This design comes from an exercise in tuning for small area on the open sky130 flow, not from production work.
Only simulation tests tie the RTL to the original design; equivalence was not proved.

==> flow/design.v <==
`default_nettype none
package lsq_pkg;
    localparam int addr_w = 32;
    localparam int data_w = 32;
    localparam int op_w = 3;
    localparam logic [op_w-1:0] op_none  = 3'd0;
    localparam logic [op_w-1:0] op_load  = 3'd1;
    localparam logic [op_w-1:0] op_store = 3'd2;
    localparam int size_w = 2;
    localparam logic [size_w-1:0] size_byte = 2'd0;
    localparam logic [size_w-1:0] size_half = 2'd1;
    localparam int mshr_idx_w   = 3;
    localparam int bank_meta_w  = 1 + mshr_idx_w;
    localparam int meta_rdy_bit = 0;
    localparam int meta_idx_lsb = 1;
    localparam int line_w = addr_w - 3;
    typedef union packed {
        logic [2*bank_meta_w-1:0]      raw;
        logic [1:0][bank_meta_w-1:0]   banks;
    } lsq_meta_u;
endpackage
`default_nettype wire
`timescale 1ns/1ns
`default_nettype none
module qnm #(
    parameter int n_width  = 8,
    parameter int q_length = 8
) (
    input  wire                         clk,
    input  wire                         arst_n,
    input  wire                         wr,
    input  wire                         rd,
    input  wire  [n_width-1:0]          n_din,
    input  wire  [2:0]                  rd2_ptr,
    output logic [n_width-1:0]          dout,
    output logic [n_width-1:0]          dout2,
    output logic [2:0]                  wr_slot,
    output logic [2:0]                  rd_slot,
    output logic                        full,
    output logic                        empty,
    output logic                        do_push
);
    logic [n_width-1:0] payload_mem [q_length];
    logic [3:0] wr_ptr;
    logic [3:0] rd_ptr;
    logic       do_pop;
    assign full    = (wr_ptr == {~rd_ptr[3], rd_ptr[2:0]});
    assign empty   = (wr_ptr == rd_ptr);
    assign do_push = wr && !full;
    assign do_pop  = rd && !empty;
    assign wr_slot = wr_ptr[2:0];
    assign rd_slot = rd_ptr[2:0];
    always_ff @(posedge clk or negedge arst_n) begin
        if (!arst_n) begin
            wr_ptr <= '0;
            rd_ptr <= '0;
        end else begin
            if (do_push) wr_ptr <= wr_ptr + 4'd1;
            if (do_pop)  rd_ptr <= rd_ptr + 4'd1;
        end
    end
    always_ff @(posedge clk) begin
        if (do_push) begin
            payload_mem[wr_ptr[2:0]] <= n_din;
        end
    end
    assign dout  = payload_mem[rd_ptr[2:0]];
    assign dout2 = payload_mem[rd2_ptr];
endmodule
`default_nettype wire
`timescale 1ns/1ns
`default_nettype none
import lsq_pkg::*;
module cache_bank #(
    parameter int bank_lines = 16
) (
    input  wire                    clk,
    input  wire                    arst_n,
    input  wire  [line_w-1:0]      line_addr,
    output logic                   hit,
    input  wire                    fill,
    input  wire  [line_w-1:0]      fill_line
);
    localparam int idx_w  = $clog2(bank_lines);
    localparam int ctag_w = line_w - idx_w;
    logic [ctag_w-1:0]     tag_mem [bank_lines];
    logic [bank_lines-1:0] line_valid;
    logic [idx_w-1:0]  look_idx;
    logic [idx_w-1:0]  fill_idx;
    assign look_idx = line_addr[idx_w-1:0];
    assign fill_idx = fill_line[idx_w-1:0];
    assign hit = line_valid[look_idx] && (tag_mem[look_idx] == line_addr[line_w-1:idx_w]);
    always_ff @(posedge clk or negedge arst_n) begin
        if (!arst_n) begin
            line_valid <= '0;
        end else if (fill) begin
            line_valid[fill_idx] <= 1'b1;
        end
    end
    always_ff @(posedge clk) begin
        if (fill) begin
            tag_mem[fill_idx] <= fill_line[line_w-1:idx_w];
        end
    end
endmodule
`default_nettype wire
`timescale 1ns/1ns
`default_nettype none
module lsq #(
    parameter int n_stage = 7
) (
    input  wire        clk,
    input  wire        arst_n,
    input  wire        miss_even,
    input  wire        miss_odd,
    input  wire  [2:0] wr_slot,
    input  wire  [2:0] head_slot,
    output logic       fill_even,
    output logic       fill_odd,
    output logic [2:0] fill_slot,
    output logic       head_pending
);
    logic [n_stage-1:0] st_even;
    logic [n_stage-1:0] st_odd;
    logic [2:0]         st_slot [n_stage];
    always_ff @(posedge clk or negedge arst_n) begin
        if (!arst_n) begin
            st_even <= '0;
            st_odd  <= '0;
        end else begin
            st_even <= {st_even[n_stage-2:0], miss_even};
            st_odd  <= {st_odd[n_stage-2:0], miss_odd};
        end
    end
    always_ff @(posedge clk) begin
        st_slot[0] <= wr_slot;
        for (int k = 1; k < n_stage; k++) begin
            st_slot[k] <= st_slot[k-1];
        end
    end
    assign fill_even = st_even[n_stage-1];
    assign fill_odd  = st_odd[n_stage-1];
    assign fill_slot = st_slot[n_stage-1];
    always_comb begin
        head_pending = 1'b0;
        for (int k = 0; k < n_stage; k++) begin
            if ((st_even[k] || st_odd[k]) && st_slot[k] == head_slot) begin
                head_pending = 1'b1;
            end
        end
    end
endmodule
`default_nettype wire
`timescale 1ns/1ns
`default_nettype none
import lsq_pkg::*;
module lsq_subsystem #(
    parameter int q_length     = 8,
    parameter int tag_bits     = 6,
    parameter int rob_bits     = 6,
    parameter int fill_latency = 6,
    parameter int bank_lines   = 16
) (
    input  wire                  clk,
    input  wire                  arst_n,
    input  wire                  alloc,
    input  wire  [op_w-1:0]      operation_in,
    input  wire  [addr_w-1:0]    addr_in,
    input  wire  [data_w-1:0]    data_in,
    input  wire  [size_w-1:0]    size_in,
    input  wire  [tag_bits-1:0]  ooo_tag_in,
    input  wire  [rob_bits-1:0]  ooo_rob_in,
    input  wire                  dealloc,
    output logic                 valid_out,
    output logic                 lsq_full,
    output logic [op_w-1:0]      operation_out,
    output logic [addr_w-1:0]    addr_out,
    output logic [data_w-1:0]    data_out,
    output logic [size_w-1:0]    size_out,
    output logic [tag_bits-1:0]  ooo_tag_out,
    output logic [rob_bits-1:0]  ooo_rob_out
);
    localparam int n_w = op_w + addr_w + data_w + size_w + tag_bits + rob_bits;
    localparam int addr_lsb = size_w + tag_bits + rob_bits;
    logic [2:0]        byte_cnt;
    logic [2:0]        last_off;
    logic              split;
    logic              touch_even;
    logic              touch_odd;
    logic              do_push;
    logic              q_empty;
    logic [line_w-1:0] line_even;
    logic [line_w-1:0] line_odd;
    logic              hit_even;
    logic              hit_odd;
    logic [n_w-1:0]    head_payload;
    logic [n_w-1:0]    fill_payload;
    logic [2:0]        wr_slot;
    logic [2:0]        rd_slot;
    logic              fill_even;
    logic              fill_odd;
    logic [2:0]        fill_slot;
    logic              head_pending;
    logic [addr_w-1:0] fill_addr;
    logic [line_w-1:0] fill_line_even;
    function automatic logic [line_w-1:0] even_line(input logic [addr_w-1:0] a);
        even_line = a[addr_w-1:3] + {{(line_w-1){1'b0}}, a[2]};
    endfunction
    always_comb begin
        case (size_in)
            size_byte: byte_cnt = 3'd1;
            size_half: byte_cnt = 3'd2;
            default:   byte_cnt = 3'd4;
        endcase
    end
    assign last_off   = {1'b0, addr_in[1:0]} + byte_cnt - 3'd1;
    assign split      = (last_off > 3'd3);
    assign touch_even = !addr_in[2] || split;
    assign touch_odd  = addr_in[2] || split;
    assign line_odd  = addr_in[addr_w-1:3];
    assign line_even = even_line(addr_in);
    qnm #(
        .n_width  (n_w),
        .q_length (q_length)
    ) u_qnm (
        .clk     (clk),
        .arst_n  (arst_n),
        .wr      (alloc),
        .rd      (dealloc),
        .n_din   ({operation_in, addr_in, data_in, size_in, ooo_tag_in, ooo_rob_in}),
        .rd2_ptr (fill_slot),
        .dout    (head_payload),
        .dout2   (fill_payload),
        .wr_slot (wr_slot),
        .rd_slot (rd_slot),
        .full    (lsq_full),
        .empty   (q_empty),
        .do_push (do_push)
    );
    assign fill_addr      = fill_payload[addr_lsb+data_w +: addr_w];
    assign fill_line_even = even_line(fill_addr);
    cache_bank #(
        .bank_lines (bank_lines)
    ) u_bank_even (
        .clk       (clk),
        .arst_n    (arst_n),
        .line_addr (line_even),
        .hit       (hit_even),
        .fill      (fill_even),
        .fill_line (fill_line_even)
    );
    cache_bank #(
        .bank_lines (bank_lines)
    ) u_bank_odd (
        .clk       (clk),
        .arst_n    (arst_n),
        .line_addr (line_odd),
        .hit       (hit_odd),
        .fill      (fill_odd),
        .fill_line (fill_addr[addr_w-1:3])
    );
    lsq #(
        .n_stage (fill_latency + 1)
    ) u_lsq (
        .clk          (clk),
        .arst_n       (arst_n),
        .miss_even    (do_push && touch_even && !hit_even),
        .miss_odd     (do_push && touch_odd && !hit_odd),
        .wr_slot      (wr_slot),
        .head_slot    (rd_slot),
        .fill_even    (fill_even),
        .fill_odd     (fill_odd),
        .fill_slot    (fill_slot),
        .head_pending (head_pending)
    );
    assign {operation_out, addr_out, data_out, size_out, ooo_tag_out, ooo_rob_out} =
        head_payload;
    assign valid_out = !q_empty && !head_pending;
endmodule
`default_nettype wire
==> flow/config.mk <==
export PLATFORM = sky130hd
export DESIGN_NAME = lsq_subsystem
export DESIGN_NICKNAME = lsq_subsystem
export VERILOG_FILES = /design/flow/design.v
export SDC_FILE = /design/flow/constraint.sdc
export NUM_CORES = 4
export LEC_CHECK = 0
export CAP_MARGIN = 0
export CORE_MARGIN = 2
export CORE_UTILIZATION = 40
export PLACE_DENSITY = 0.6
export SLEW_MARGIN = 0
==> flow/constraint.sdc <==
create_clock -name core_clock -period 6.0 [get_ports {clk}]
set_input_delay 1.2000 -clock core_clock [delete_from_list [all_inputs] [get_ports {clk}]]
set_output_delay 1.2000 -clock core_clock [all_outputs]
set_load 0.01 [all_outputs]
standard.sh (not shown) runs the stock make flow with config.mk's settings and CLKGATE_MAP_FILE= SYNTH_SCRIPT=/design/flow/synth_recipe.tcl, a recipe that flattens the netlist after the stock synthesis.
==> flow/flow/run.sh <==
#!/bin/bash
# Standard ORFS layout (standard.sh), with two changes:
#  - CTS without dummy loads, clkbuf_8 sink buffers, larger sink clusters
#  - port buffers use buf_1 (every port still gets its own buffer)
# The whole make output goes to flow_make.log in the work folder.
set -euo pipefail
export CTS_ARGS="-sink_clustering_enable -repair_clock_nets -dont_use_dummy_load -buf_list sky130_fd_sc_hd__clkbuf_8 -sink_clustering_size 30"
export BUFFER_PORTS_ARGS="-buffer_cell sky130_fd_sc_hd__buf_1"
bash standard.sh finish > flow_make.log 2>&1
Change:
==> flow/run.sh (new file) <==
#!/bin/bash
# synth_recipe.tcl (not shown) runs the flow's synth.tcl, then flattens the netlist and writes it again
# the make line also repeats each setting of config.mk as NAME=value (left out here)
make -C /OpenROAD-flow-scripts/flow DESIGN_CONFIG=/design/flow/config.mk WORK_HOME=/design/flow/orfs CLKGATE_MAP_FILE= SYNTH_SCRIPT=/design/flow/synth_recipe.tcl finish
- CTS_BUF_LIST: default -> sky130_fd_sc_hd__clkbuf_8
- CTS_CLUSTER_SIZE: default -> 30
removed: flow/flow/run.sh
removed: flow/standard.sh
Outcome: The changed run produced a clean layout; worst hold slack is better by 0.033 ns; core utilization rises by 1.8 points; critical path depth decreases by 6; register-to-register slack degrades by 0.06 ns; wire length grows by 3.1%.

==> re-timing with driven ports <==
No port has a modelled driver above. Below, the same layouts with a new extraction and two added sets of constraints. Step 1 (the two cells are an assumption about what drives the block):
set clk [get_ports {clk}]
set_driving_cell -lib_cell sky130_fd_sc_hd__clkbuf_16 $clk
set_driving_cell -lib_cell sky130_fd_sc_hd__buf_2 [delete_from_list [all_inputs] $clk]
Step 2, shift: input delay + t, output delay - t, t = (earliest + latest rising clock arrival at the registers) / 2. This alone moves slack from input paths to output paths. a / b / c = ideal / step 1 / step 2; a / b = the first two.
run | shift t [ns] | setup slack, ns | latest minus earliest clock arrival (ns)
the first run | 0.965 | 1.118 / 1.071 / 0.979 | 0.155 / 0.154
the second run | 1.015 | 0.969 / 0.898 / 0.955 | 0.123 / 0.123
After both steps every run listed still meets setup and hold. For the first run, which loses most, drivers alone change the setup slack by -0.047 ns; drivers and shift together by -0.139 ns.
